What follows belongs to an exercise in optimizing a design on an open flow for small area, a short achievable clock period and few clock cycles per item; a production flow would make more cautious choices. Where RTL was checked, it was by simulation tests only, not by an equivalence proof against the original. No functional check of the RTL was part of run 1.

--- flow/config.mk ---
export PLATFORM = sky130hd
export DESIGN_NAME = aes_inv_cipher_iter
export DESIGN_NICKNAME = aes_inv_cipher_iter
export VERILOG_FILES = /design/flow/design.v
export SDC_FILE = /design/flow/constraint.sdc
export NUM_CORES = 4
export LEC_CHECK = 0
export CAP_MARGIN = 20
export CORE_MARGIN = 2
export CORE_UTILIZATION = 30
export PLACE_DENSITY = 0.42
export SLEW_MARGIN = 20
--- flow/constraint.sdc ---
create_clock -name core_clock -period 6.0 [get_ports {clk}]
set_input_delay 1.2000 -clock core_clock [delete_from_list [all_inputs] [get_ports {clk}]]
set_output_delay 1.2000 -clock core_clock [all_outputs]
set_load 0.01 [all_outputs]
--- flow/design.v ---
module aes_inv_cipher_iter #(
  parameter int NR    = 10,
  parameter int IDX_W = 4
) (
  input  logic             clk,
  input  logic             rst_n,
  input  logic             in_valid,
  output logic             in_ready,
  input  logic [127:0]     in_data,
  output logic [IDX_W-1:0] rk_idx,
  input  logic [127:0]     rk_data,
  output logic             out_valid,
  input  logic             out_ready,
  output logic [127:0]     out_data,
  output logic             busy
);
  function automatic logic [3:0] gf4_mul(input logic [3:0] a, input logic [3:0] b);
    logic [6:0] p;
    p = '0;
    for (int i = 0; i < 4; i++) p = p ^ ((b[i] ? 7'(a) : 7'd0) << i);
    if (p[6]) p = p ^ 7'b1001100;
    if (p[5]) p = p ^ 7'b0100110;
    if (p[4]) p = p ^ 7'b0010011;
    gf4_mul = p[3:0];
  endfunction
  function automatic logic [3:0] gf4_inv(input logic [3:0] a);
    case (a)
      4'h0: gf4_inv = 4'h0; 4'h1: gf4_inv = 4'h1; 4'h2: gf4_inv = 4'h9; 4'h3: gf4_inv = 4'he; 4'h4: gf4_inv = 4'hd; 4'h5: gf4_inv = 4'hb; 4'h6: gf4_inv = 4'h7; 4'h7: gf4_inv = 4'h6; 4'h8: gf4_inv = 4'hf; 4'h9: gf4_inv = 4'h2; 4'ha: gf4_inv = 4'hc; 4'hb: gf4_inv = 4'h5; 4'hc: gf4_inv = 4'ha; 4'hd: gf4_inv = 4'h4; 4'he: gf4_inv = 4'h3; 4'hf: gf4_inv = 4'h8;
      default: gf4_inv = 4'h0;
    endcase
  endfunction
  function automatic logic [11:0] sb_f1(input logic [7:0] b);
    logic [7:0] x;
    logic [3:0] a1, a0, d, di;
    x[0] = b[3];
    x[1] = b[1] ^ b[3] ^ b[5];
    x[2] = ~(b[2] ^ b[3] ^ b[6] ^ b[7]);
    x[3] = ~(b[5] ^ b[7]);
    x[4] = ~(b[1] ^ b[2] ^ b[7]);
    x[5] = ~(b[0] ^ b[4] ^ b[5] ^ b[6]);
    x[6] = b[1] ^ b[2] ^ b[3] ^ b[4] ^ b[5] ^ b[7];
    x[7] = b[1] ^ b[2] ^ b[6] ^ b[7];
    a1 = x[7:4];
    a0 = x[3:0];
    d  = {a1[0] ^ a0[3], a1[0] ^ a1[2] ^ a0[1] ^ a0[3], a1[3] ^ a0[2], a1[0] ^ a1[1] ^ a1[3] ^ a0[0] ^ a0[2]} ^ gf4_mul(a1, a0);
    di = gf4_inv(d);
    sb_f1 = {a1, a0, di};
  endfunction
  function automatic logic [7:0] sb_f2(input logic [11:0] v);
    sb_f2 = {gf4_mul(v[11:8], v[3:0]), gf4_mul(v[11:8] ^ v[7:4], v[3:0])};
  endfunction
  function automatic logic [7:0] sb_back(input logic [7:0] o);
    sb_back[0] = o[0] ^ o[1] ^ o[4];
    sb_back[1] = o[4] ^ o[5] ^ o[6];
    sb_back[2] = o[2] ^ o[3] ^ o[4] ^ o[6] ^ o[7];
    sb_back[3] = o[2] ^ o[3] ^ o[4] ^ o[5] ^ o[6];
    sb_back[4] = o[2] ^ o[4];
    sb_back[5] = o[1] ^ o[6];
    sb_back[6] = o[1] ^ o[2] ^ o[5] ^ o[6];
    sb_back[7] = o[1] ^ o[6] ^ o[7];
  endfunction
  function automatic logic [7:0] xtime(input logic [7:0] a);
    xtime = {a[6:0], 1'b0} ^ (a[7] ? 8'h1b : 8'h00);
  endfunction
  function automatic logic [127:0] inv_mix_columns(input logic [127:0] s);
    logic [127:0] o;
    logic [7:0]   a0, a1, a2, a3, u, v, t;
    o = '0;
    for (int c = 0; c < 4; c++) begin
      a0 = s[127-32*c -: 8];
      a1 = s[119-32*c -: 8];
      a2 = s[111-32*c -: 8];
      a3 = s[103-32*c -: 8];
      u  = xtime(xtime(a0 ^ a2));
      v  = xtime(xtime(a1 ^ a3));
      a0 = a0 ^ u;
      a1 = a1 ^ v;
      a2 = a2 ^ u;
      a3 = a3 ^ v;
      t  = a0 ^ a1 ^ a2 ^ a3;
      o[127-32*c -: 8] = a0 ^ t ^ xtime(a0 ^ a1);
      o[119-32*c -: 8] = a1 ^ t ^ xtime(a1 ^ a2);
      o[111-32*c -: 8] = a2 ^ t ^ xtime(a2 ^ a3);
      o[103-32*c -: 8] = a3 ^ t ^ xtime(a3 ^ a0);
    end
    inv_mix_columns = o;
  endfunction
  logic [191:0] r1;
  logic [127:0] r0, r2;
  logic         v0, done0, v1, new1, v2;
  logic [3:0]   k0, k1, k2;        
  logic         hold0, frozen;
  logic [191:0] s1;
  logic [127:0] u, s2, s3;
  logic         ov_q, busy_q, ir_q;
  logic [3:0]   idx_q;
  logic         v0_nx, done0_nx, v1_nx, new1_nx, v2_nx;
  logic [3:0]   k0_nx, k1_nx, k2_nx;
  assign out_valid = ov_q;
  assign busy      = busy_q;
  assign in_ready  = ir_q;
  assign rk_idx    = idx_q;
  assign out_data  = r0;
  function automatic logic [191:0] stage1(input logic [127:0] s);
    for (int r = 0; r < 4; r++)
      for (int c = 0; c < 4; c++)
        stage1[191-12*(r+4*c) -: 12] = sb_f1(s[127-8*(r+4*((c-r+4)%4)) -: 8]);
  endfunction
  function automatic logic [127:0] stage2(input logic [191:0] s, input logic raw);
    logic [11:0] v;
    for (int i = 0; i < 16; i++) begin
      v = s[191-12*i -: 12];
      stage2[127-8*i -: 8] = raw ? v[11:4] : sb_back(sb_f2(v));
    end
  endfunction
  assign s1 = stage1(r0);
  assign s2 = stage2(r1, new1) ^ rk_data;
  assign s3 = (k2 == 4'd10 || k2 == 4'd0) ? r2 : inv_mix_columns(r2);
  assign hold0  = v0 & done0 & !out_ready;
  assign frozen = hold0 & v2;
  always_ff @(posedge clk) begin
    if (!hold0)          r0 <= s3;
    if (!frozen || !v1)
      for (int i = 0; i < 16; i++)
        r1[191-12*i -: 12] <= {ir_q ? in_data[127-8*i -: 8] : s1[191-12*i -: 8], s1[183-12*i -: 4]};
    if (!frozen)         r2 <= s2;
  end
  always_comb begin
    v0_nx = v0;  done0_nx = done0;  k0_nx = k0;
    v1_nx = v1;  new1_nx  = new1;   k1_nx = k1;
    v2_nx = v2;  k2_nx    = k2;
    if (!hold0) begin
      v0_nx    = v2;
      done0_nx = (k2 == 4'd0);
      k0_nx    = k2;
    end
    if (!frozen) begin
      v2_nx = v1;
      k2_nx = k1;
    end
    if (!frozen || !v1) begin
      if (ir_q) begin
        v1_nx   = in_valid;
        new1_nx = 1'b1;
        k1_nx   = 4'd10;
      end else begin
        v1_nx   = v0 & !done0;
        new1_nx = 1'b0;
        k1_nx   = k0 - 4'd1;
      end
    end
  end
  always_ff @(posedge clk or negedge rst_n) begin
    if (!rst_n) begin
      v0 <= 1'b0;  done0 <= 1'b0;  k0 <= 4'd0;
      v1 <= 1'b0;  new1  <= 1'b0;  k1 <= 4'd0;
      v2 <= 1'b0;  k2    <= 4'd0;
      ov_q   <= 1'b0;
      busy_q <= 1'b0;
      ir_q   <= 1'b1;
      idx_q  <= 4'd10;
    end else begin
      v0 <= v0_nx;  done0 <= done0_nx;  k0 <= k0_nx;
      v1 <= v1_nx;  new1  <= new1_nx;   k1 <= k1_nx;
      v2 <= v2_nx;  k2    <= k2_nx;
      ov_q   <= v0_nx & done0_nx;
      busy_q <= v0_nx | v1_nx | v2_nx;
      ir_q   <= !v0_nx | (done0_nx & !(v1_nx & v2_nx));
      idx_q  <= (v0_nx & !done0_nx) ? k0_nx - 4'd1 : ((v0_nx & done0_nx & v1_nx & v2_nx) ? k1_nx : 4'd10);
    end
  end
endmodule
--- flow/run.sh ---
#!/bin/bash
# synth_recipe.tcl (not shown) runs the flow's synth.tcl, then flattens the netlist and writes it again
# the make line also repeats each setting of config.mk as NAME=value (left out here)
make -C /OpenROAD-flow-scripts/flow DESIGN_CONFIG=/design/flow/config.mk WORK_HOME=/design/flow/orfs CLKGATE_MAP_FILE= SYNTH_SCRIPT=/design/flow/synth_recipe.tcl finish
==> results of run 1 <==
## critical path: cells and delay by family (launching register included)
| kind | cells | cell delay [ns] |
|---|---|---|
| adder cells (fa/ha/maj) | 1 | 0.34 |
| flip-flops | 1 | 0.62 |
| XOR/XNOR | 4 | 1.70 |
| buffers and inverters | 2 | 0.21 |
| AO/OA/AOI/OAI | 2 | 0.33 |
| multiplexers | 2 | 0.71 |
## worst paths after layout
check | start | end | cells after the start
worst max-delay path | r0[77] | r1[12] | 11
worst min-delay path | k1[3] | k2[3] | 1
worst max register to register | r0[77] | r1[12] | 11
worst min register to register | k1[3] | k2[3] | 1
max in group asynchronous | rst_n | ir_q | 2
min in group asynchronous | rst_n | k2[3] | 2
## area by class of cell
class | count | area [sq um] | area share
Timing Repair Buffer | 419 | 4180 | 0.0723
Clock buffer | 85 | 1850 | 0.0320
Clock inverter | 34 | 408 | 0.00705
Antenna cell | 3 | 7.51 | 0.000130
Multi-Input combinational cell | 4643 | 34000 | 0.589
Sequential cell | 472 | 14100 | 0.243
Inverter | 141 | 542 | 0.00937
Tap cell | 2189 | 2740 | 0.0474
## sequential cells by signal (all words and copies together), names as in the netlist
signal  count
r1        192
r0        128
r2        128
idx_q       4
k0          4
k1          4
k2          4
busy_q      1
done0       1
ir_q        1
new1        1
ov_q        1
v0          1
v1          1
v2          1
## synth_stat cells (7+ instances only)
library cell     n  share of area
mux4_2          20         0.0090
a21o_1          11         0.0017
xor2_1         628           0.11
o22ai_1         39         0.0049
xor2_2          18         0.0059
edfxtp_1       448           0.27
nand2_1        938          0.070
o32ai_1          7         0.0012
o221ai_1        11         0.0019
nor2_1         209          0.016
xnor2_4          7         0.0039
nand3b_1         7         0.0011
and3_1          14         0.0018
xnor2_1       1308           0.23
a311oi_1         9         0.0016
a221oi_1        14         0.0025
nand2b_1        29         0.0036
inv_1          138          0.010
nor3b_1         19         0.0029
xnor2_2         46          0.015
and2_1          11         0.0014
nor3_1          67         0.0067
a31oi_1         22         0.0028
a21oi_1        171          0.017
a211oi_1        46         0.0069
maj3_1          10         0.0020
or2_2            9         0.0011
mux2_2          73          0.016
o21ai_1         32         0.0032
o31ai_1          9         0.0014
clkbuf_1       240          0.018
nand3_1         62         0.0062
o21ai_0        347          0.035
mux2i_1        136          0.027
nor2b_1         40         0.0050
ha_1           114          0.029
or3_1           16         0.0020
xnor3_1         32          0.014
buf_1           16         0.0012
dfrtp_1         21          0.011
o211ai_1        20         0.0030
buf_2           66         0.0066
## stage by stage
stage | setup slack [ns] | util
6_report | 1.83 | 0.350
5_1_grt | 1.46 | 0.350
4_1_cts | 1.85 | 0.350
3_5_place_dp | 1.52 | 0.336
3_3_place_gp | 1.62 | 0.336
2_1_floorplan | 0.640 | -
## metal layers
layer  vias up  wire [um]  global-route usage
met5         -        156                   0
met4        24       3010              0.0416
met3       145       7310              0.0343
met2       596      75600               0.306
met1     17976      75100               0.251
li1      18914          -                   -
## cell families after synthesis
family	Yosys count	synth area share
adders and majority gates	124	0.0306
and+or+nand+nor	1442	0.121
DFF	472	0.281
xor gates and xnor gates	2047	0.382
buffers and inverters	470	0.0374
AOI/OAI and AO/OA	801	0.0944
muxes	229	0.0527
==> parameters.txt, run 1 <==
Parameter                              Value

Floorplan
  Standard cell core area ... roughly 170,000 sq um
  Vertical extent of the die ... 412 um
  Die area ... 170,000 sq um
  Initial Utilization ... 0.302
  Horizontal die dimension ... 412 um
  IO Count ... 395
  Total number of placement rows ... 149

Routing
  Violation count after the first detailed-route iteration ... between 2,000 and 2,500
  Per-cell via count in the routed design ... around 4.7
  Average wire length per cell after detail routing ... 20.2 um
  Detailed-routing iteration count for the pre-antenna-repair pass ... 5
  Post-route antenna net violation count ... 0
  Number of design rule violations left after detail routing ... 0
  Total routed wirelength ... 161 mm
  Number of vias in the routed layout ... 37,655

Synth
  Syn Nets ... just under 6,000
  Netlist cell types ... 90
  Average size of a mapped cell ... just under 9 sq um
  Post-synth ARST share ... 0.0508
  Post-synth EDFFs ... about 450
  Main flop type after synthesis ... edfxtp_1
  Synth Cell Area ... 50,000 sq um
  Number of warnings reported in the yosys synthesis log ... 1
  Register area share after synthesis ... 0.281
  Instance count of the mapped netlist ... 5,585
  Number of synthesized register bits ... 472

GRT
  Residual overflow from global routing ... 0
  Total track usage ... 0.186
  Number of antenna violations at the first check in global routing ... 21
  Pin count of the biggest net entering global routing ... 154
  Vias in the first global route ... approximately 37,000
  Global-route wire length before repair ... 240 mm

Worst hold path
  Class of the tightest hold or removal check ... reg -> reg

Setup path
  Slowest-stage cell, CP ... xor2_1
  Critical path endpoint category ... flip-flop
  Crit Path Max Fanout ... 17
  Setup Crit Path Kind ... reg -> reg
  Crit path largest cell delay ... 0.71 ns
  Endpoint arrival time on the critical path ... 4.55 ns
  Crit path required time ... 6.38 ns
  Critical-path cell list ... xnor2_1 > xor2_1 > mux2i_1 > a211oi_1 > a211oi_1 > xor2_1 > xnor2_1 > inv_1 > ha_1 > inv_1 > mux4_2
  Setup slack of the worst register-to-register path ... approximately 1.8 ns
  Startpoint kind of the worst setup timing path ... flip-flop

Clock tree
  Hold-fix buffers, CTS ... 0
  Post-CTS setup buffer count ... 0
  CTS resizes ... 0
  Clock edge transition at the registers on the reported setup and hold paths ... 0.06 ns
  Latest clock arrival within the worst-skew pair ... 0.66 ns
  Clock sinks ... 472
  Clock Tree Root ... clkbuf_16
  Level count of the clock H-tree ... 3
  Total CTS buffers ... 67
  Number of buffers on the longest clock path ... 3
  CTS tree ... yes

Timing
  Max Slew Vio Count ... 0
  Number of failing setup endpoints in the final timing report ... 0
  Actual slew at the worst max-slew pin ... 1.05 ns
  Final hold violation count ... 0
  Unrepaired setup endpoints after global routing ... no
  Final worst clock skew ... 0.0393 ns
  Worst hold-check slack ... 0.501 ns
  Max_slew headroom ... 0.292
  Share of the cycle needed by the critical path after routing ... 0.695
  Min cycle time layout ... 4.17 ns
  Total negative slack for setup checks ... 0 ns
  Max Clock Freq ... approximately 240 MHz

Cells and area
  Number of nets in the finished design ... 6,118
  Fill cells ... around 17,000
  Fraction of layout cells with a size suffix above 1 ... 0.0545
  Most common cell after layout, fill and taps aside ... xnor2_1
  Commonest cells after routing, fill and taps aside ... xnor2_1 (1,308), nand2_1 (937), xor2_1 (628)
  Post-route cell area ... roughly 58,000 sq um
  Area Overhead vs Synth ... 15.8%
  Post-Layout Cell Count ... 7,986

Place
  Final weighted congestion of routability-driven global placement ... 0.844
  Total half-perimeter wirelength after legalization and detailed placement ... 124 mm
  Placed inst area ... 55,600 sq um
  PortBufs ... 394
  Number of cells in the design after placement ... 7,863

Run status
  Result of the run ... timing/DRC/antenna clean

Run
  Max-cap violations ... 0
==> run 2: changes to the inputs <==
--- a/flow/design.v
+++ b/flow/design.v
@@ -18,31 +18,31 @@
     logic [6:0] p;
     p = '0;
     for (int i = 0; i < 4; i++) p = p ^ ((b[i] ? 7'(a) : 7'd0) << i);
-    if (p[6]) p = p ^ 7'b1001100;
-    if (p[5]) p = p ^ 7'b0100110;
-    if (p[4]) p = p ^ 7'b0010011;
+    if (p[6]) p = p ^ 7'b1100100;
+    if (p[5]) p = p ^ 7'b0110010;
+    if (p[4]) p = p ^ 7'b0011001;
     gf4_mul = p[3:0];
   endfunction
   function automatic logic [3:0] gf4_inv(input logic [3:0] a);
     case (a)
-      4'h0: gf4_inv = 4'h0; 4'h1: gf4_inv = 4'h1; 4'h2: gf4_inv = 4'h9; 4'h3: gf4_inv = 4'he; 4'h4: gf4_inv = 4'hd; 4'h5: gf4_inv = 4'hb; 4'h6: gf4_inv = 4'h7; 4'h7: gf4_inv = 4'h6; 4'h8: gf4_inv = 4'hf; 4'h9: gf4_inv = 4'h2; 4'ha: gf4_inv = 4'hc; 4'hb: gf4_inv = 4'h5; 4'hc: gf4_inv = 4'ha; 4'hd: gf4_inv = 4'h4; 4'he: gf4_inv = 4'h3; 4'hf: gf4_inv = 4'h8;
+      4'h0: gf4_inv = 4'h0; 4'h1: gf4_inv = 4'h1; 4'h2: gf4_inv = 4'hc; 4'h3: gf4_inv = 4'h8; 4'h4: gf4_inv = 4'h6; 4'h5: gf4_inv = 4'hf; 4'h6: gf4_inv = 4'h4; 4'h7: gf4_inv = 4'he; 4'h8: gf4_inv = 4'h3; 4'h9: gf4_inv = 4'hd; 4'ha: gf4_inv = 4'hb; 4'hb: gf4_inv = 4'ha; 4'hc: gf4_inv = 4'h2; 4'hd: gf4_inv = 4'h9; 4'he: gf4_inv = 4'h7; 4'hf: gf4_inv = 4'h5;
       default: gf4_inv = 4'h0;
     endcase
   endfunction
   function automatic logic [11:0] sb_f1(input logic [7:0] b);
     logic [7:0] x;
     logic [3:0] a1, a0, d, di;
-    x[0] = b[3];
-    x[1] = b[1] ^ b[3] ^ b[5];
-    x[2] = ~(b[2] ^ b[3] ^ b[6] ^ b[7]);
-    x[3] = ~(b[5] ^ b[7]);
-    x[4] = ~(b[1] ^ b[2] ^ b[7]);
-    x[5] = ~(b[0] ^ b[4] ^ b[5] ^ b[6]);
-    x[6] = b[1] ^ b[2] ^ b[3] ^ b[4] ^ b[5] ^ b[7];
-    x[7] = b[1] ^ b[2] ^ b[6] ^ b[7];
+    x[0] = ~(b[1] ^ b[7]);
+    x[1] = ~(b[1] ^ b[3] ^ b[7]);
+    x[2] = b[1] ^ b[2] ^ b[6];
+    x[3] = b[2] ^ b[3] ^ b[5] ^ b[6];
+    x[4] = b[0] ^ b[4] ^ b[5];
+    x[5] = ~(b[0] ^ b[1] ^ b[2] ^ b[4] ^ b[5] ^ b[7]);
+    x[6] = ~(b[0] ^ b[3]);
+    x[7] = b[3] ^ b[4] ^ b[5] ^ b[6];
     a1 = x[7:4];
     a0 = x[3:0];
-    d  = {a1[0] ^ a0[3], a1[0] ^ a1[2] ^ a0[1] ^ a0[3], a1[3] ^ a0[2], a1[0] ^ a1[1] ^ a1[3] ^ a0[0] ^ a0[2]} ^ gf4_mul(a1, a0);
+    d  = {a1[1] ^ a1[2] ^ a0[2] ^ a0[3], a1[3] ^ a0[1] ^ a0[3], a1[0] ^ a1[2] ^ a1[3] ^ a0[3], a1[2] ^ a1[3] ^ a0[0] ^ a0[2] ^ a0[3]} ^ gf4_mul(a1, a0);
     di = gf4_inv(d);
     sb_f1 = {a1, a0, di};
   endfunction
@@ -50,14 +50,14 @@
     sb_f2 = {gf4_mul(v[11:8], v[3:0]), gf4_mul(v[11:8] ^ v[7:4], v[3:0])};
   endfunction
   function automatic logic [7:0] sb_back(input logic [7:0] o);
-    sb_back[0] = o[0] ^ o[1] ^ o[4];
-    sb_back[1] = o[4] ^ o[5] ^ o[6];
-    sb_back[2] = o[2] ^ o[3] ^ o[4] ^ o[6] ^ o[7];
-    sb_back[3] = o[2] ^ o[3] ^ o[4] ^ o[5] ^ o[6];
-    sb_back[4] = o[2] ^ o[4];
-    sb_back[5] = o[1] ^ o[6];
-    sb_back[6] = o[1] ^ o[2] ^ o[5] ^ o[6];
-    sb_back[7] = o[1] ^ o[6] ^ o[7];
+    sb_back[0] = o[0] ^ o[1] ^ o[2] ^ o[3] ^ o[4] ^ o[5];
+    sb_back[1] = o[4] ^ o[7];
+    sb_back[2] = o[3] ^ o[4] ^ o[5] ^ o[7];
+    sb_back[3] = o[3] ^ o[4] ^ o[7];
+    sb_back[4] = o[1] ^ o[2] ^ o[4] ^ o[5];
+    sb_back[5] = o[2] ^ o[3] ^ o[5] ^ o[6];
+    sb_back[6] = o[1] ^ o[3] ^ o[5] ^ o[7];
+    sb_back[7] = o[2] ^ o[3] ^ o[7];
   endfunction
   function automatic logic [7:0] xtime(input logic [7:0] a);
     xtime = {a[6:0], 1'b0} ^ (a[7] ? 8'h1b : 8'h00);
@@ -120,9 +120,14 @@
   assign frozen = hold0 & v2;
   always_ff @(posedge clk) begin
     if (!hold0)          r0 <= s3;
-    if (!frozen || !v1)
-      for (int i = 0; i < 16; i++)
-        r1[191-12*i -: 12] <= {ir_q ? in_data[127-8*i -: 8] : s1[191-12*i -: 8], s1[183-12*i -: 4]};
+    if (!frozen || !v1)  r1 <= ir_q ? {in_data[127:120], 4'h0, in_data[119:112], 4'h0,
+                                       in_data[111:104], 4'h0, in_data[103:96], 4'h0,
+                                       in_data[95:88], 4'h0, in_data[87:80], 4'h0,
+                                       in_data[79:72], 4'h0, in_data[71:64], 4'h0,
+                                       in_data[63:56], 4'h0, in_data[55:48], 4'h0,
+                                       in_data[47:40], 4'h0, in_data[39:32], 4'h0,
+                                       in_data[31:24], 4'h0, in_data[23:16], 4'h0,
+                                       in_data[15:8], 4'h0, in_data[7:0], 4'h0} : s1;
     if (!frozen)         r2 <= s2;
   end
   always_comb begin
--- a/flow/config.mk
+++ b/flow/config.mk
@@ -9,4 +9,5 @@
 export CORE_MARGIN = 2
 export CORE_UTILIZATION = 30
 export PLACE_DENSITY = 0.42
+export SETUP_SLACK_MARGIN = 2.8
 export SLEW_MARGIN = 20
==> run 2 against run 1 <==
  * Die area fell by 1.6%
  * Critical path type is now in -> reg
  * Design area up 8.7%
  * Critical endpoint is now r1[100]
  * Sequential cell count unchanged
  * Core utilization is 3.6 points higher
==> parameters.txt, run 2 <==
Parameter                              Value

Run status
  Result of the run ... timing/DRC/antenna clean

Synth
  Synth Cell Area ... 49,100 sq um (-1.6%)
  Share of the synthesized area in the top cell type ... 0.274 (+0.00449)
  Leading cell types by total area after synthesis ... edfxtp_1 (27%), xnor2_1 (21%), xor2_1 (11%), nand2_1 (6.5%), o21ai_0 (4.5%)
  Register area share after synthesis ... 0.286 (+0.00469)
  Number of warnings reported in the yosys synthesis log ... 1 (unchanged)
  Main flop type after synthesis ... edfxtp_1
  Post-synth ARST share ... 0.0508 (unchanged)
  List of most frequent post-synthesis cells ... xnor2_1 (1,172), nand2_1 (851), xor2_1 (630), edfxtp_1 (448), o21ai_0 (440)
  Most instantiated library cell after synthesis ... xnor2_1
  Syn Nets ... 5,803 (-2.6%)
  Most area-hungry cell type in the Yosys netlist ... edfxtp_1
  Instance count of the mapped netlist ... 5,525 (-1.1%)
  Post-synth EDFFs ... 448 (unchanged)
  Netlist cell types ... 98 (+8.9%)
  Number of synthesized register bits ... 472 (unchanged)
  Average size of a mapped cell ... 8.89 sq um (-0.57%)

Clock tree
  Clock edge transition at the registers on the reported setup and hold paths ... 0.06 ns (about the same)
  CTS tree ... yes
  Clock sinks ... 472 (unchanged)
  Total CTS buffers ... 68 (+1.5%)
  Clock Tree Root ... clkbuf_16
  Number of buffers on the longest clock path ... 3 (unchanged)
  Latest clock arrival within the worst-skew pair ... 0.66 ns (about the same)
  Level count of the clock H-tree ... 3 (unchanged)

Setup path
  Slowest-stage cell, CP ... clkinvlp_2
  Endpoint arrival time on the critical path ... 3.27 ns (-1.28 ns)
  Critical-path cell list ... clkdlybuf4s50_1 > nor2_4 > and3_1 > clkinvlp_2
  Crit Path Max Fanout ... 12 (-5)
  Startpoint kind of the worst setup timing path ... primary input
  Crit path largest cell delay ... 0.83 ns (+0.12 ns)
  Crit path required time ... 6.13 ns (-0.25 ns)
  Setup Crit Path Kind ... in -> reg
  Critical path endpoint category ... flip-flop

Routing
  Total routed wirelength ... 174 mm (+7.8%)
  Violation count after the first detailed-route iteration ... 2,634 (+6.1%)
  Number of vias in the routed layout ... 40,722 (+8.1%)
  Number of design rule violations left after detail routing ... 0 (unchanged)
  Detailed-routing iteration count for the pre-antenna-repair pass ... 6 (+1)
  Post-route antenna net violation count ... 0 (unchanged)
  Average wire length per cell after detail routing ... 20.8 um (+3.2%)
  Per-cell via count in the routed design ... 4.88 (+3.6%)

Worst hold path
  Class of the tightest hold or removal check ... reg -> reg

Place
  Worst slack after detailed placement ... 2.13 ns (+0.605 ns)
  PortBufs ... 394 (unchanged)
  Total half-perimeter wirelength after legalization and detailed placement ... 126 mm (+2.1%)
  Final weighted congestion of routability-driven global placement ... 0.870 (+3.0%)

GRT
  Global-route wire length before repair ... 252 mm (+5.1%)
  Residual overflow from global routing ... 0 (unchanged)
  Total track usage ... 0.198 (+0.0123)
  Vias in the first global route ... 38,172 (+3.7%)
  Pin count of the biggest net entering global routing ... 217 (+41%)
  Number of antenna violations at the first check in global routing ... 9 (-57%)

Timing
  Unrepaired setup endpoints after global routing ... yes
  Max Slew Vio Count ... 0 (unchanged)
  Max_slew headroom ... 0.337 (+0.0449)
  Max Clock Freq ... 319 MHz (+33%)
  Total negative slack for setup checks ... 0 ns (unchanged)
  Number of failing setup endpoints in the final timing report ... 0 (unchanged)
  Min cycle time layout ... 3.13 ns (-1.04 ns)
  Final worst-path setup slack ... 2.87 ns (+1.04 ns)
  Share of the cycle needed by the critical path after routing ... 0.522 (-0.173)
  Final hold violation count ... 0 (unchanged)
  Final worst clock skew ... 0.0250 ns (-0.0144 ns)
  Actual slew at the worst max-slew pin ... 0.988 ns (-0.0669 ns)

Cells and area
  Largest regs ... r1 (192), r0 (128), r2 (128)
  Area Overhead vs Synth ... 27.9%
  Fraction of layout cells with a size suffix above 1 ... 0.164 (+0.109)
  Commonest cells after routing, fill and taps aside ... xnor2_1 (1,035), nand2_1 (849), xor2_1 (542)
  Util after Layout ... 0.386 (+0.0360)
  Number of nets in the finished design ... 6,385 (+4.4%)
  Most common cell after layout, fill and taps aside ... xnor2_1
  Biggest register ... r1
  Max reg flops ... 192 (unchanged)

Floorplan
  Initial Utilization ... 0.302 (-0.000566)
  IO Count ... 395 (unchanged)
  Vertical extent of the die ... 409 um (-0.82%)
  Standard cell core area ... 163,000 sq um (-1.5%)
  Die area ... 167,000 sq um (-1.6%)
  Horizontal die dimension ... 409 um (-0.82%)
  Total number of placement rows ... 148 (-0.67%)

Run
  Max-cap violations ... 0 (unchanged)
[run 2: final cells by class]
type                            count  area (sq um)
Antenna cell                        7          17.5
Clock buffer                       82          1850
Clock inverter                     39           369
Fill cell                       16358         99900
Inverter                           75           302
Multi-Input combinational cell   4628         36000
Sequential cell                   472         14100
Tap cell                         2175          2720
Timing Repair Buffer              861          7560
Timing Repair inverter              1          5.00
[run 2: cells by family after synthesis]
kind of cell,Yosys count,share of synthesized area
mux,180,0.0390
fa+ha+maj,18,0.00458
xor+xnor,1918,0.372
flops,472,0.286
simple gates,1517,0.139
compound gates,990,0.124
buf+inv,430,0.0352
[run 2: critical path: cells and delay by family]
family                 cells  cell delay, ns
buffers and inverters      2            1.28
AND/OR/NAND/NOR            2            0.79
[run 2: repair_timing]
action                                  4_1_cts  5_1_grt
buffers inserted                            170      275
gates cloned                                  1        5
hold buffers                                  0        0
gates resized for setup                     145      230
endpoints found under the setup margin      183      317
pin swaps                                    13       49
[run 2: routing by layer]
| layer | track usage | up-vias | share of wire |
|---|---|---|---|
| met3 | 0.0321 | 188 | 0.042 |
| met5 | 0 | - | 0.000075 |
| met1 | 0.271 | 19670 | 0.47 |
| met4 | 0.0549 | 2 | 0.027 |
| li1 | - | 20028 | - |
| met2 | 0.321 | 834 | 0.46 |
[run 2: per-stage QoR]
stage	hold WS, ns	instances	area, sq um
2_1_floorplan	0.456	5525	49200
4_1_cts	0.521	8053	59100
6_report	0.519	8340	62900
3_5_place_dp	0.506	7761	54700
3_3_place_gp	0.510	7761	54700
5_1_grt	0.539	8338	62900
[run 2: final timing paths]
check	startpoint	end	slack [ns]	cells past startpoint
worst max-delay path	out_ready	r1[100]	2.87	4
min in group asynchronous	rst_n	k2[0]	0.90	2
max in group asynchronous	rst_n	idx_q[1]	4.81	2
worst min-delay path	k1[3]	k2[3]	0.52	1
worst max register to register	r0[29]	r1[39]	2.88	12
worst min register to register	k1[3]	k2[3]	0.52	1
Testbench counts of run 2, summed over its fixed seeds: cycles 2,192, blocks 192.
==> run 3: changes to the inputs <==
--- a/flow/config.mk
+++ b/flow/config.mk
@@ -9,5 +9,5 @@
 export CORE_MARGIN = 2
 export CORE_UTILIZATION = 30
 export PLACE_DENSITY = 0.42
-export SETUP_SLACK_MARGIN = 2.8
+export SETUP_SLACK_MARGIN = 2.5
 export SLEW_MARGIN = 20
==> run 3 against run 2 <==
  * Critical endpoint is now out_data[105]
  * Area after synthesis did not move
  * Clock-buffer cell count rose by 2
  * Critical path depth fell by 3
  * Still clean
  * Via count fell by 4.1%
  * Non-clock buffer count fell by 350
  * Sequential cell count did not move
==> parameters.txt, run 3 <==
Parameter                              Value

Synth
  Number of synthesized register bits ... 472 (unchanged)
  Average size of a mapped cell ... 8.89 sq um (unchanged)
  Number of warnings reported in the yosys synthesis log ... 1 (unchanged)
  Most area-hungry cell type in the Yosys netlist ... edfxtp_1
  Syn Nets ... 5,803 (unchanged)
  Instance count of the mapped netlist ... 5,525 (unchanged)
  Main flop type after synthesis ... edfxtp_1
  Most instantiated library cell after synthesis ... xnor2_1
  Leading cell types by total area after synthesis ... edfxtp_1 (27%), xnor2_1 (21%), xor2_1 (11%), nand2_1 (6.5%), o21ai_0 (4.5%)
  List of most frequent post-synthesis cells ... xnor2_1 (1,172), nand2_1 (851), xor2_1 (630), edfxtp_1 (448), o21ai_0 (440)
  Register area share after synthesis ... 0.286 (unchanged)
  Post-synth ARST share ... 0.0508 (unchanged)
  Synth Cell Area ... 49,100 sq um (unchanged)
  Share of the synthesized area in the top cell type ... 0.274 (unchanged)
  Post-synth EDFFs ... 448 (unchanged)
  Netlist cell types ... 98 (unchanged)

Place
  Final weighted congestion of routability-driven global placement ... 0.856 (-1.6%)
  PortBufs ... 394 (unchanged)
  Total half-perimeter wirelength after legalization and detailed placement ... 125 mm (-0.75%)

Cells and area
  Area Overhead vs Synth ... 19.2%
  Largest regs ... r1 (192), r0 (128), r2 (128)
  Max reg flops ... 192 (unchanged)
  Fraction of layout cells with a size suffix above 1 ... 0.0819 (-0.0821)
  Commonest cells after routing, fill and taps aside ... xnor2_1 (1,115), nand2_1 (850), xor2_1 (593)
  Most common cell after layout, fill and taps aside ... xnor2_1
  Biggest register ... r1
  Number of nets in the finished design ... 6,028 (-5.6%)

Clock tree
  Clock sinks ... 472 (unchanged)
  Latest clock arrival within the worst-skew pair ... 0.67 ns (about the same)
  Clock edge transition at the registers on the reported setup and hold paths ... 0.05 ns (about the same)
  Level count of the clock H-tree ... 3 (unchanged)
  CTS tree ... yes
  Total CTS buffers ... 67 (-1.5%)
  Clock Tree Root ... clkbuf_16
  Number of buffers on the longest clock path ... 3 (unchanged)

Setup path
  Endpoint arrival time on the critical path ... 2.20 ns (-1.07 ns)
  Crit path largest cell delay ... 0.92 ns (+0.09 ns)
  Terminus of the critical flop-to-flop path ... r2[32]
  Buffers plus inverters on the worst setup path ... 1 (-1)
  Startpoint kind of the worst setup timing path ... flip-flop
  Number of cell instances on the worst register-to-register path ... 9 (-3)
  Setup Crit Path Kind ... reg -> out
  Crit path required time ... 4.80 ns (-1.33 ns)
  Critical R2R Launch ... r1[58]
  Critical-path cell list ... clkdlybuf4s50_1
  Setup slack of the worst register-to-register path ... 2.61 ns (-0.27 ns)
  Crit Path Max Fanout ... 7 (-5)
  Slowest-stage cell, CP ... clkdlybuf4s50_1
  Family with the most delay on the worst path ... buffers and inverters
  Critical path endpoint category ... primary output

GRT
  Pin count of the biggest net entering global routing ... 136 (-37%)
  Vias in the first global route ... 37,180 (-2.6%)
  Total track usage ... 0.193 (-0.00548)
  Residual overflow from global routing ... 0 (unchanged)
  Number of antenna violations at the first check in global routing ... 14 (+5)
  Global-route wire length before repair ... 246 mm (-2.3%)

Floorplan
  Die area ... 167,000 sq um (unchanged)
  Vertical extent of the die ... 409 um (unchanged)
  IO Count ... 395 (unchanged)
  Standard cell core area ... 163,000 sq um (unchanged)
  Total number of placement rows ... 148 (unchanged)
  Horizontal die dimension ... 409 um (unchanged)
  Initial Utilization ... 0.302 (unchanged)

Timing
  Total negative slack for setup checks ... 0 ns (unchanged)
  Max Clock Freq ... 294 MHz (-8.0%)
  Number of failing setup endpoints in the final timing report ... 0 (unchanged)
  Final hold violation count ... 0 (unchanged)
  Final worst clock skew ... 0.0294 ns (+0.00443 ns)
  Share of the cycle needed by the critical path after routing ... 0.567 (+0.0452)
  Actual slew at the worst max-slew pin ... 0.961 ns (-0.0273 ns)
  Max Slew Vio Count ... 0 (unchanged)
  Min cycle time layout ... 3.40 ns (+0.271 ns)
  Max_slew headroom ... 0.355 (+0.0183)
  Unrepaired setup endpoints after global routing ... yes

Run
  Max-cap violations ... 0 (unchanged)

Routing
  Violation count after the first detailed-route iteration ... 2,860 (+8.6%)
  Number of design rule violations left after detail routing ... 0 (unchanged)
  Average wire length per cell after detail routing ... 20.9 um (+0.45%)
  Detailed-routing iteration count for the pre-antenna-repair pass ... 6 (unchanged)
  Number of vias in the routed layout ... 39,050 (-4.1%)
  Post-route antenna net violation count ... 0 (unchanged)
  Total routed wirelength ... 167 mm (-3.9%)
  Per-cell via count in the routed design ... 4.89 (+0.20%)

Worst hold path
  Class of the tightest hold or removal check ... reg -> reg
  Startpoint of the worst hold path ... k1[1]
  WHS Path Cells ... 1 (unchanged)
  Hold Path End ... k2[1]

Run status
  Result of the run ... timing/DRC/antenna clean
-- run 3: how the worst max path moves through the flow --
stage / start / to / slack [ns] / cells past startpoint
global placement: out_ready / r1[88] / 1.96 / 5
floorplan: out_ready / r1[0] / 1.06 / 4
CTS: r0[73] / r1[12] / 2.46 / 9
detailed placement: out_ready / r1[88] / 1.90 / 5
global route: r0[29] / r1[37] / 2.49 / 9
finish: r0[105] / out_data[105] / 2.60 / 1
-- run 3: cells by family after synthesis --
| logic type | after synthesis | share of synthesized area |
|---|---|---|
| AOI/OAI and AO/OA | 990 | 0.124 |
| xor gates and xnor gates | 1918 | 0.372 |
| adders and majority gates | 18 | 0.00458 |
| buffers and inverters | 430 | 0.0352 |
| DFF | 472 | 0.286 |
| muxes | 180 | 0.0390 |
| and+or+nand+nor | 1517 | 0.139 |
-- run 3: per-stage QoR --
step | instances | hold WS (ns) | setup WS, ns | cell area (sq um) | util
floorplan | 5525 | 0.456 | 1.06 | 49200 | -
global placement | 7766 | 0.500 | 1.96 | 54700 | 0.336
detailed placement | 7766 | 0.491 | 1.90 | 54700 | 0.336
CTS | 7901 | 0.504 | 2.46 | 57300 | 0.352
global route | 7978 | 0.523 | 2.49 | 58600 | 0.360
finish | 7982 | 0.501 | 2.60 | 58600 | 0.360
-- run 3: cell type report --
class                      count  area [sq um]
antenna                        7          17.5
clock buffer                  84          1920
clock inverter                35           440
fill                       16547        104000
inverter                      75           295
multi-input combinational   4623         34200
sequential                   472         14100
tap                         2175          2720
timing repair buffer         511          4920
-- run 3: per-layer routing --
layer | up-vias | track usage | part of all wire
met5 | - | 0 | 0.00016
met4 | 4 | 0.0425 | 0.017
met3 | 134 | 0.0294 | 0.045
met2 | 767 | 0.314 | 0.47
met1 | 18812 | 0.267 | 0.47
li1 | 19333 | - | -
-- run 3: timing repair --
item / 4_1_cts / 5_1_grt
endpoints found under the setup margin: 36 / 108
pin swaps: 1 / 7
hold buffers: 0 / 0
gates cloned: 0 / 0
gates resized for setup: 21 / 97
buffers inserted: 16 / 74
==> run 4: changes to the inputs <==
--- a/flow/config.mk
+++ b/flow/config.mk
@@ -9,5 +9,4 @@
 export CORE_MARGIN = 2
 export CORE_UTILIZATION = 30
 export PLACE_DENSITY = 0.42
-export SETUP_SLACK_MARGIN = 2.5
 export SLEW_MARGIN = 20
==> run 4 against run 3 <==
  * Still clean
  * Area after synthesis is the same
  * Global-route usage grew 0.088 points
  * Non-clock buffer count shrank 89
  * Die area is the same
  * Highest routed layer unchanged
==> parameters.txt, run 4 <==
Parameter                              Value

GRT
  Pin count of the biggest net entering global routing ... 127 (-6.6%)
  Busiest metal layer after global routing ... met2
  Global routing usage on met2 ... 0.304 (-0.00979)
  Total track usage ... 0.193 (+0.000877)
  Global-route wire length before repair ... 247 mm (about the same)
  Residual overflow from global routing ... 0 (unchanged)
  Vias in the first global route ... 37,150 (-0.081%)
  Global routing usage on met3 ... 0.0368 (+0.00735)
  Number of antenna violations at the first check in global routing ... 18 (+4)
  Met1 global-route usage ... 0.272 (+0.00455)

Timing
  Actual slew at the worst max-slew pin ... 1.06 ns (+0.102 ns)
  Final worst clock skew ... 0.0225 ns (-0.00688 ns)
  Final hold violation count ... 0 (unchanged)
  Unrepaired setup endpoints after global routing ... no
  Final worst-path setup slack ... 2.12 ns (-0.476 ns)
  Max_slew headroom ... 0.287 (-0.0683)
  Worst hold-check slack ... 0.506 ns (+0.00467 ns)
  Max Clock Freq ... 258 MHz (-12%)
  Share of the cycle needed by the critical path after routing ... 0.647 (+0.0794)
  Max Slew Vio Count ... 0 (unchanged)
  Total negative slack for setup checks ... 0 ns (unchanged)
  Number of failing setup endpoints in the final timing report ... 0 (unchanged)
  Min cycle time layout ... 3.88 ns (+0.476 ns)

Clock tree
  Clock sinks ... 472 (unchanged)
  Post-CTS setup buffer count ... 0 (-16)
  Level count of the clock H-tree ... 3 (unchanged)
  Clock Tree Root ... clkbuf_16
  Latest clock arrival within the worst-skew pair ... 0.65 ns (-0.02 ns)
  CTS tree ... yes
  Clock edge transition at the registers on the reported setup and hold paths ... 0.06 ns (about the same)
  Number of buffers on the longest clock path ... 3 (unchanged)
  Hold-fix buffers, CTS ... 0 (unchanged)
  CTS resizes ... 0 (-100%)
  Total CTS buffers ... 66 (-1.5%)

Worst hold path
  Class of the tightest hold or removal check ... reg -> reg
  Startpoint of the worst hold path ... k1[2]

Synth
  Most instantiated library cell after synthesis ... xnor2_1
  Average size of a mapped cell ... 8.89 sq um (unchanged)
  Simple-gate area share of the yosys netlist ... 0.139 (unchanged)
  Share of the synthesized netlist area taken by xor and xnor gates ... 0.372 (unchanged)
  Dominant combinational cell family by area after synthesis ... XOR/XNOR gates
  Synth Cell Area ... 49,100 sq um (unchanged)
  Post-synth ARST share ... 0.0508 (unchanged)
  Leading cell types by total area after synthesis ... edfxtp_1 (27%), xnor2_1 (21%), xor2_1 (11%), nand2_1 (6.5%), o21ai_0 (4.5%)
  Instance count of the mapped netlist ... 5,525 (unchanged)
  Syn Nets ... 5,803 (unchanged)
  Arithmetic-cell share of the synthesized area counting full adders, half adders and majority gates ... 0.00458 (unchanged)
  Share of the synthesized area in the top cell type ... 0.274 (unchanged)
  List of most frequent post-synthesis cells ... xnor2_1 (1,172), nand2_1 (851), xor2_1 (630), edfxtp_1 (448), o21ai_0 (440)
  Number of synthesized register bits ... 472 (unchanged)
  Most area-hungry cell type in the Yosys netlist ... edfxtp_1
  Mux cell area share after synthesis ... 0.0390 (unchanged)
  Post-synth EDFFs ... 448 (unchanged)
  Main flop type after synthesis ... edfxtp_1
  Netlist cell types ... 98 (unchanged)
  Compound-cell area share of the yosys netlist ... 0.124 (unchanged)
  Register area share after synthesis ... 0.286 (unchanged)
  Number of warnings reported in the yosys synthesis log ... 1 (unchanged)

Setup path
  Buffers plus inverters on the worst setup path ... 1 (unchanged)
  Critical path endpoint category ... flip-flop
  Setup Crit Path Kind ... reg -> reg
  Family with the most delay on the worst path ... simple AND/OR/NAND/NOR gates
  Critical-path cell list ... xnor2_1 > xnor2_1 > inv_1 > ha_1 > and3_1 > nor4_1 > nand4_1 > or2_0 > mux2i_1 > nor3_1 > a311oi_1
  Startpoint of the most critical setup path ... r0[5]
  Endpoint arrival time on the critical path ... 4.35 ns (+2.15 ns)
  Crit path largest cell delay ... 0.60 ns (-0.32 ns)
  Startpoint kind of the worst setup timing path ... flip-flop
  Critical path's most frequent cell ... xnor2_1
  Crit path required time ... 6.47 ns (+1.67 ns)
  Critical R2R Launch ... r0[5]
  Crit Path Max Fanout ... 11 (+4)
  Slowest-stage cell, CP ... edfxtp_1

Cells and area
  Most common cell after layout, fill and taps aside ... xnor2_1
  Util after Layout ... 0.349 (-0.0109)
  Biggest register ... r1
  Number of nets in the finished design ... 5,938 (-1.5%)
  Post-Layout Cell Count ... 7,892 (-1.1%)
  Area Overhead vs Synth ... 15.6%
  Commonest cells after routing, fill and taps aside ... xnor2_1 (1,172), nand2_1 (850), xor2_1 (630)
  Post-route cell area ... 56,800 sq um (-3.0%)
  Largest regs ... r1 (192), r0 (128), r2 (128)
  Fraction of layout cells with a size suffix above 1 ... 0.0477 (-0.0342)
  Max reg flops ... 192 (unchanged)

Routing
  Average wire length per cell after detail routing ... 21.1 um (+0.62%)
  Number of vias in the routed layout ... 38,678 (-0.95%)
  Number of design rule violations left after detail routing ... 0 (unchanged)
  Violation count after the first detailed-route iteration ... 2,722 (-4.8%)
  Per-cell via count in the routed design ... 4.90 (+0.18%)
  Detailed-routing iteration count for the pre-antenna-repair pass ... 6 (unchanged)
  Post-route antenna net violation count ... 0 (unchanged)
  Total routed wirelength ... 166 mm (-0.51%)

Floorplan
  Standard cell core area ... 163,000 sq um (unchanged)
  IO Count ... 395 (unchanged)
  Die area ... 167,000 sq um (unchanged)
  Horizontal die dimension ... 409 um (unchanged)
  Initial Utilization ... 0.302 (unchanged)
  Total number of placement rows ... 148 (unchanged)
  Vertical extent of the die ... 409 um (unchanged)

Place
  Worst slack after detailed placement ... 1.78 ns (-0.127 ns)
  Number of cells in the design after placement ... 7,767 (+0.013%)
  Total half-perimeter wirelength after legalization and detailed placement ... 127 mm (+0.96%)
  Final weighted congestion of routability-driven global placement ... 0.860 (+0.46%)
  PortBufs ... 394 (unchanged)
  Placed inst area ... 54,700 sq um (about the same)

Run status
  Result of the run ... timing/DRC/antenna clean

Run
  Max-cap violations ... 0 (unchanged)
## run 4: layout make-up
type                    instances  area (sq um)
diodes                         11          27.5
multi-input cells            4623         33400
inverters                      75           295
clock inverters                31           347
flip-flops and latches        472         14100
clock buffers                  83          1800
well taps                    2175          2720
fillers                     16600        106000
repair buffers                422          4200
## run 4: worst paths after layout
| kind | endpoint | slack, ns | cells past startpoint |
|---|---|---|---|
| worst max-delay path | r1[51] | 2.12 | 11 |
| min in group asynchronous | done0 | 0.91 | 2 |
| max in group asynchronous | ir_q | 4.80 | 2 |
| worst max register to register | r1[51] | 2.12 | 11 |
| worst min register to register | k2[2] | 0.51 | 1 |
| worst min-delay path | k2[2] | 0.51 | 1 |
## run 4: cells by family after synthesis
family	Yosys count
XOR/XNOR	1918
AND/OR/NAND/NOR	1517
AO/OA/AOI/OAI	990
flip-flops	472
buffers and inverters	430
multiplexers	180
adder cells (fa/ha/maj)	18
## run 4: layer usage
| metal | routed length, um | share of wire |
|---|---|---|
| met4 | 3430 | 0.021 |
| met1 | 79000 | 0.48 |
| met5 | 44 | 0.00026 |
| met3 | 8670 | 0.052 |
| met2 | 75000 | 0.45 |
==> run 5: changes to the inputs <==
--- a/flow/config.mk
+++ b/flow/config.mk
@@ -9,4 +9,5 @@
 export CORE_MARGIN = 2
 export CORE_UTILIZATION = 30
 export PLACE_DENSITY = 0.42
+export SETUP_SLACK_MARGIN = 2.3
 export SLEW_MARGIN = 20
==> run 5 against run 4 <==
  * Synthesized cell count unchanged
  * Sequential share of layout area shrank 0.25 points
  * Register-to-register slack improved by 0.38 ns
  * Design area increased by 1.0%
  * Highest routed layer unchanged
==> parameters.txt, run 5 <==
Parameter                              Value

Run status
  Result of the run ... timing/DRC/antenna clean

Routing
  Per-cell via count in the routed design ... 4.90 (about the same)
  Detailed-routing iteration count for the pre-antenna-repair pass ... 5 (-1)
  Total routed wirelength ... 166 mm (about the same)
  Number of design rule violations left after detail routing ... 0 (unchanged)
  Number of vias in the routed layout ... 38,782 (+0.27%)
  Post-route antenna net violation count ... 0 (unchanged)
  Average wire length per cell after detail routing ... 21.0 um (-0.19%)
  Violation count after the first detailed-route iteration ... 2,720 (-0.073%)

Place
  Final weighted congestion of routability-driven global placement ... 0.851 (-0.99%)
  Placed inst area ... 54,600 sq um (about the same)
  Total half-perimeter wirelength after legalization and detailed placement ... 126 mm (-0.48%)
  PortBufs ... 394 (unchanged)
  Number of cells in the design after placement ... 7,764 (-0.039%)

GRT
  Residual overflow from global routing ... 0 (unchanged)
  Total track usage ... 0.193 (-0.000297)
  Global-route wire length before repair ... 247 mm (+0.26%)
  Pin count of the biggest net entering global routing ... 128 (+0.79%)
  Number of antenna violations at the first check in global routing ... 16 (-2)
  Vias in the first global route ... 37,282 (+0.36%)

Synth
  Netlist cell types ... 98 (unchanged)
  Post-synth ARST share ... 0.0508 (unchanged)
  Register area share after synthesis ... 0.286 (unchanged)
  Synth Cell Area ... 49,100 sq um (unchanged)
  Instance count of the mapped netlist ... 5,525 (unchanged)
  Most area-hungry cell type in the Yosys netlist ... edfxtp_1
  List of most frequent post-synthesis cells ... xnor2_1 (1,172), nand2_1 (851), xor2_1 (630), edfxtp_1 (448), o21ai_0 (440)
  Syn Nets ... 5,803 (unchanged)
  Main flop type after synthesis ... edfxtp_1
  Most instantiated library cell after synthesis ... xnor2_1
  Post-synth EDFFs ... 448 (unchanged)
  Number of warnings reported in the yosys synthesis log ... 1 (unchanged)
  Leading cell types by total area after synthesis ... edfxtp_1 (27%), xnor2_1 (21%), xor2_1 (11%), nand2_1 (6.5%), o21ai_0 (4.5%)
  Average size of a mapped cell ... 8.89 sq um (unchanged)
  Number of synthesized register bits ... 472 (unchanged)
  Share of the synthesized area in the top cell type ... 0.274 (unchanged)

Timing
  Total negative slack for setup checks ... 0 ns (unchanged)
  Unrepaired setup endpoints after global routing ... yes
  Final worst clock skew ... 0.0366 ns (+0.0141 ns)
  Final hold violation count ... 0 (unchanged)
  Min cycle time layout ... 3.51 ns (-0.375 ns)
  Number of failing setup endpoints in the final timing report ... 0 (unchanged)
  Share of the cycle needed by the critical path after routing ... 0.584 (-0.0625)
  Max_slew headroom ... 0.342 (+0.0551)
  Max Slew Vio Count ... 0 (unchanged)
  Max Clock Freq ... 285 MHz (+11%)
  Actual slew at the worst max-slew pin ... 0.980 ns (-0.0820 ns)

Floorplan
  Horizontal die dimension ... 409 um (unchanged)
  Die area ... 167,000 sq um (unchanged)
  Initial Utilization ... 0.302 (unchanged)
  Vertical extent of the die ... 409 um (unchanged)
  IO Count ... 395 (unchanged)
  Total number of placement rows ... 148 (unchanged)
  Standard cell core area ... 163,000 sq um (unchanged)

Cells and area
  Largest regs ... r1 (192), r0 (128), r2 (128)
  Biggest register ... r1
  Area Overhead vs Synth ... 16.8%
  Post-Layout Cell Count ... 7,910 (+0.23%)
  Fraction of layout cells with a size suffix above 1 ... 0.0580 (+0.0103)
  Most common cell after layout, fill and taps aside ... xnor2_1
  Max reg flops ... 192 (unchanged)
  Post-route cell area ... 57,400 sq um (+1.0%)
  Number of nets in the finished design ... 5,953 (+0.25%)
  Commonest cells after routing, fill and taps aside ... xnor2_1 (1,148), nand2_1 (850), xor2_1 (623)

Setup path
  Buffers plus inverters on the worst setup path ... 1 (unchanged)
  Setup Crit Path Kind ... reg -> out
  Slowest-stage cell, CP ... dfstp_4
  Crit path required time ... 4.80 ns (-1.67 ns)
  Crit path largest cell delay ... 1.00 ns (+0.40 ns)
  Family with the most delay on the worst path ... flip-flops
  Startpoint kind of the worst setup timing path ... flip-flop
  Endpoint arrival time on the critical path ... 2.31 ns (-2.04 ns)
  Crit Path Max Fanout ... 49 (+38)
  Critical path endpoint category ... primary output
  Critical-path cell list ... clkdlybuf4s50_1

Clock tree
  Level count of the clock H-tree ... 3 (unchanged)
  Clock Tree Root ... clkbuf_16
  Total CTS buffers ... 69 (+4.5%)
  Number of buffers on the longest clock path ... 3 (unchanged)
  CTS tree ... yes
  Clock sinks ... 472 (unchanged)
  Clock edge transition at the registers on the reported setup and hold paths ... 0.06 ns (about the same)
  Latest clock arrival within the worst-skew pair ... 0.66 ns (about the same)

Run
  Max-cap violations ... 0 (unchanged)

Worst hold path
  Class of the tightest hold or removal check ... reg -> reg
-- run 5: timing repair --
action	in CTS	in global routing
resized for setup	3	34
setup endpoints to repair	9	50
buffers inserted	1	14
pin swaps	1	0
hold buffers	0	0
-- run 5: cell families (layout without fill, tap and decap cells) --
logic type               Yosys count  in the layout  synth area share
flip-flops                       472            472             0.286
AO/OA/AOI/OAI                    990            990             0.124
other                              0              7                 0
multiplexers                     180            180            0.0390
adder cells (fa/ha/maj)           18             18           0.00458
AND/OR/NAND/NOR                 1517           1517             0.139
XOR/XNOR                        1918           1918             0.372
buffers and inverters            430            633            0.0352
-- run 5: worst paths after layout --
| kind | depth (start not counted) | slack, ns | from | endpoint |
|---|---|---|---|---|
| min in group asynchronous | 2 | 0.90 | rst_n | k0[0] |
| worst max-delay path | 1 | 2.49 | ir_q | in_ready |
| worst min-delay path | 1 | 0.50 | k1[1] | k2[1] |
| worst min register to register | 1 | 0.50 | k1[1] | k2[1] |
| max in group asynchronous | 2 | 4.80 | rst_n | ir_q |
| worst max register to register | 9 | 2.50 | r1[71] | r2[46] |
-- run 5: per-layer routing --
metal	wire length, um	track usage	vias up
li1	-	-	19188
met1	79100	0.270	18681
met2	76600	0.311	743
met3	7000	0.0324	162
met4	3470	0.0420	8
met5	46	0	-
-- run 5: worst register-to-register path, cell delays in order (launching register included) --
cell and delay, ns:
edfxtp_1 0.58, xor2_1 0.43, mux2_2 0.38, a22o_1 0.22
xor2_1 0.18, xnor2_1 0.38, xnor3_1 0.45, xnor2_1 0.14
o21ai_0 0.36, xor2_1 0.11
-- run 5: area by class of cell --
cell class | instances | area (sq um)
Antenna cell | 7 | 17.5
Clock buffer | 81 | 1870
Clock inverter | 43 | 472
Fill cell | 16655 | 105000
Inverter | 75 | 295
Multi-Input combinational cell | 4623 | 33700
Sequential cell | 472 | 14100
Tap cell | 2175 | 2720
Timing Repair Buffer | 434 | 4310
-- run 5: stage by stage --
stage | setup slack [ns] | util | hold WS [ns]
CTS | 2.35 | 0.350 | 0.503
detailed placement | 2.08 | 0.336 | 0.494
global placement | 2.25 | 0.336 | 0.495
global route | 2.26 | 0.353 | 0.539
finish | 2.49 | 0.353 | 0.503
floorplan | 1.06 | - | 0.456
==> run 6: changes to the inputs <==
==> flow/flow/run.sh (new file) <==
#!/bin/bash
set -e
export BUFFER_PORTS_ARGS="-buffer_cell sky130_fd_sc_hd__buf_1"
cp standard.sh standard.sh.txt
bash standard.sh > standard.log 2>&1
==> flow/standard.sh (new file) <==
#!/bin/bash
# synth_recipe.tcl (not shown) runs the flow's synth.tcl, then flattens the netlist and writes it again
# the make line also repeats each setting of config.mk as NAME=value (left out here)
make -C /OpenROAD-flow-scripts/flow DESIGN_CONFIG=/design/flow/config.mk WORK_HOME=/design/flow/orfs CLKGATE_MAP_FILE= SYNTH_SCRIPT=/design/flow/synth_recipe.tcl "${@:-finish}"
--- a/flow/config.mk
+++ b/flow/config.mk
@@ -9,5 +9,5 @@
 export CORE_MARGIN = 2
 export CORE_UTILIZATION = 30
 export PLACE_DENSITY = 0.42
-export SETUP_SLACK_MARGIN = 2.3
+export SETUP_SLACK_MARGIN = 2.5
 export SLEW_MARGIN = 20
removed: flow/run.sh
==> run 6 against run 5 <==
  * Clock skew down 0.0060 ns
  * Synthesized cell count unchanged
  * Critical path type is now reg -> reg
==> parameters.txt, run 6 <==
Parameter                              Value

Cells and area
  Biggest register ... r1
  Fill cells ... 16,906 (+1.5%)
  Area Overhead vs Synth ... 13.9%
  Commonest cells after routing, fill and taps aside ... xnor2_1 (1,115), nand2_1 (850), xor2_1 (600)
  Most common cell after layout, fill and taps aside ... xnor2_1
  Fraction of layout cells with a size suffix above 1 ... 0.0822 (+0.0242)
  Max reg flops ... 192 (unchanged)
  Largest regs ... r1 (192), r0 (128), r2 (128)
  Number of nets in the finished design ... 6,033 (+1.3%)

Synth
  Share of the synthesized netlist area taken by xor and xnor gates ... 0.372 (unchanged)
  Register area share after synthesis ... 0.286 (unchanged)
  Instance count of the mapped netlist ... 5,525 (unchanged)
  Dominant combinational cell family by area after synthesis ... XOR/XNOR gates
  Simple-gate area share of the yosys netlist ... 0.139 (unchanged)
  Arithmetic-cell share of the synthesized area counting full adders, half adders and majority gates ... 0.00458 (unchanged)
  Share of the synthesized area in the top cell type ... 0.274 (unchanged)
  Number of warnings reported in the yosys synthesis log ... 1 (unchanged)
  Compound-cell area share of the yosys netlist ... 0.124 (unchanged)
  Post-synth ARST share ... 0.0508 (unchanged)
  Leading cell types by total area after synthesis ... edfxtp_1 (27%), xnor2_1 (21%), xor2_1 (11%), nand2_1 (6.5%), o21ai_0 (4.5%)
  Most instantiated library cell after synthesis ... xnor2_1
  List of most frequent post-synthesis cells ... xnor2_1 (1,172), nand2_1 (851), xor2_1 (630), edfxtp_1 (448), o21ai_0 (440)
  Average size of a mapped cell ... 8.89 sq um (unchanged)
  Number of synthesized register bits ... 472 (unchanged)
  Synth Cell Area ... 49,100 sq um (unchanged)
  Post-synth EDFFs ... 448 (unchanged)
  Most area-hungry cell type in the Yosys netlist ... edfxtp_1
  Netlist cell types ... 98 (unchanged)
  Main flop type after synthesis ... edfxtp_1
  Mux cell area share after synthesis ... 0.0390 (unchanged)
  Syn Nets ... 5,803 (unchanged)

Timing
  Unrepaired setup endpoints after global routing ... yes
  Share of the cycle needed by the critical path after routing ... 0.567 (-0.0173)
  Actual slew at the worst max-slew pin ... 1.08 ns (+0.103 ns)
  Final worst clock skew ... 0.0306 ns (-0.00598 ns)
  Min cycle time layout ... 3.40 ns (-0.104 ns)
  Final hold violation count ... 0 (unchanged)
  Total negative slack for setup checks ... 0 ns (unchanged)
  Number of failing setup endpoints in the final timing report ... 0 (unchanged)
  Max Slew Vio Count ... 0 (unchanged)
  Max Clock Freq ... 294 MHz (+3.1%)
  Max_slew headroom ... 0.278 (-0.0642)

Floorplan
  Vertical extent of the die ... 409 um (unchanged)
  Die area ... 167,000 sq um (unchanged)
  IO Count ... 395 (unchanged)
  Initial Utilization ... 0.302 (unchanged)
  Horizontal die dimension ... 409 um (unchanged)
  Standard cell core area ... 163,000 sq um (unchanged)
  Total number of placement rows ... 148 (unchanged)

GRT
  Number of antenna violations at the first check in global routing ... 24 (+8)
  Vias in the first global route ... 36,883 (-1.1%)
  Global-route wire length before repair ... 246 mm (-0.50%)
  Pin count of the biggest net entering global routing ... 132 (+3.1%)
  Total track usage ... 0.193 (about the same)
  Residual overflow from global routing ... 0 (unchanged)

Setup path
  Crit path required time ... 6.39 ns (+1.59 ns)
  Buffers plus inverters on the worst setup path ... 0 (-1)
  Setup Crit Path Kind ... reg -> reg
  Endpoint arrival time on the critical path ... 3.79 ns (+1.48 ns)
  Critical path endpoint category ... flip-flop
  Family with the most delay on the worst path ... XOR/XNOR gates
  Critical path's most frequent cell ... xnor2_1
  Crit Path Max Fanout ... 13 (-73%)
  Critical-path cell list ... nand2b_1 > o21ai_0 > a22oi_1 > xnor2_2 > xor2_1 > xnor3_1 > xnor2_1 > mux2i_1 > xnor2_1
  Crit path largest cell delay ... 0.64 ns (-0.36 ns)
  Slowest-stage cell, CP ... edfxtp_1
  Startpoint kind of the worst setup timing path ... flip-flop

Clock tree
  Clock edge transition at the registers on the reported setup and hold paths ... 0.06 ns (about the same)
  Hold-fix buffers, CTS ... 0 (unchanged)
  Total CTS buffers ... 68 (-1.4%)
  Clock Tree Root ... clkbuf_16
  Latest clock arrival within the worst-skew pair ... 0.65 ns (about the same)
  Clock sinks ... 472 (unchanged)
  Level count of the clock H-tree ... 3 (unchanged)
  Number of buffers on the longest clock path ... 3 (unchanged)
  CTS tree ... yes

Routing
  Average wire length per cell after detail routing ... 21.0 um (about the same)
  Violation count after the first detailed-route iteration ... 2,697 (-0.85%)
  Per-cell via count in the routed design ... 4.91 (about the same)
  Detailed-routing iteration count for the pre-antenna-repair pass ... 5 (unchanged)
  Number of vias in the routed layout ... 39,196 (+1.1%)
  Total routed wirelength ... 168 mm (+0.88%)
  Number of design rule violations left after detail routing ... 0 (unchanged)
  Post-route antenna net violation count ... 0 (unchanged)

Place
  Total half-perimeter wirelength after legalization and detailed placement ... 125 mm (-0.71%)
  PortBufs ... 394 (unchanged)
  Final weighted congestion of routability-driven global placement ... 0.878 (+3.1%)

Run status
  Result of the run ... timing/DRC/antenna clean

Run
  Max-cap violations ... 0 (unchanged)

Worst hold path
  Class of the tightest hold or removal check ... reg -> reg
[run 6: what timing repair did]
action                                 4_1_cts  5_1_grt
pin swaps                                    1        4
cloned                                       0        1
setup endpoints to repair                   42      102
gates resized for setup                     24       88
buffers inserted                            17       82
endpoints found under the hold margin        0        0
[run 6: through the flow]
stage / util / cells / instance area (sq um) / hold WS (ns) / setup slack [ns]
after floorplan: - / 5525 / 49200 / 0.456 / 1.06
after global placement: 0.320 / 7760 / 52100 / 0.495 / 2.10
after detailed placement: 0.320 / 7760 / 52100 / 0.490 / 2.05
after CTS: 0.336 / 7896 / 54800 / 0.487 / 2.50
after global routing: 0.344 / 7984 / 56000 / 0.535 / 2.42
final: 0.344 / 7987 / 56000 / 0.505 / 2.60
[run 6: final timing paths]
check,from,end,slack (ns),cells past startpoint
max reg2reg,r1[62],r2[40],2.60,9
min,k1[3],k2[3],0.51,1
min reg2reg,k1[3],k2[3],0.51,1
max,r1[62],r2[40],2.60,9
min in group asynchronous,rst_n,k1[3],0.54,2
max in group asynchronous,rst_n,ir_q,5.17,2
[run 6: layout make-up]
cell class / count / area, sq um / share of cell area
clock buffers: 82 / 1880 / 0.0336
inverters: 75 / 295 / 0.00527
flip-flops and latches: 472 / 14100 / 0.251
diodes: 8 / 20.0 / 0.000358
multi-input cells: 4624 / 34100 / 0.610
clock inverters: 37 / 437 / 0.00780
well taps: 2175 / 2720 / 0.0486
repair buffers: 514 / 2420 / 0.0432
[run 6: kinds of logic (layout without fill, tap and decap cells)]
group                    Yosys count  in the layout
flip-flops                       472            472
AO/OA/AOI/OAI                    990            990
AND/OR/NAND/NOR                 1517           1517
other                              0              8
multiplexers                     180            180
XOR/XNOR                        1918           1919
adder cells (fa/ha/maj)           18             18
buffers and inverters            430            708
[run 6: per-layer routing]
layer,part of all wire,GRT usage
met4,0.019,0.0449
met1,0.47,0.268
met2,0.46,0.311
met5,0.00058,0
met3,0.046,0.0324

[what the ideal ports hide]
The results above use ideal ports. As a check the final layouts listed here were re-extracted and re-timed, cells and wires unchanged.
Step 1 sets driving cells, clkbuf_16 on the clock port and buf_2 on the other inputs (assumed; they add their load-dependent delay and slew).
Step 2, shift: input delay + t, output delay - t, t = (earliest + latest rising clock arrival at the registers) / 2. This alone moves slack from input paths to output paths.
Slacks: no drivers / after step 1 / after step 2; pairs: no drivers / after step 1.
| run | shift t [ns] | setup slack, ns | worst setup path after step 2 |
|---|---|---|---|
| run 1 | 0.724 | 1.828 / 1.828 / 1.578 | input to register |
| run 2 | 0.726 | 2.867 / 2.805 / 2.196 | input to register |
| run 3 | 0.732 | 2.596 / 2.515 / 1.959 | input to register |
| run 4 | 0.720 | 2.120 / 2.120 / 1.830 | input to register |
| run 5 | 0.726 | 2.494 / 2.415 / 2.401 | input to register |
| run 6 | 0.720 | 2.598 / 2.598 / 2.093 | input to register |
After both steps every run listed still meets setup and hold. For run 2, which loses most, drivers alone change the setup slack by -0.062 ns; drivers and shift together by -0.671 ns.
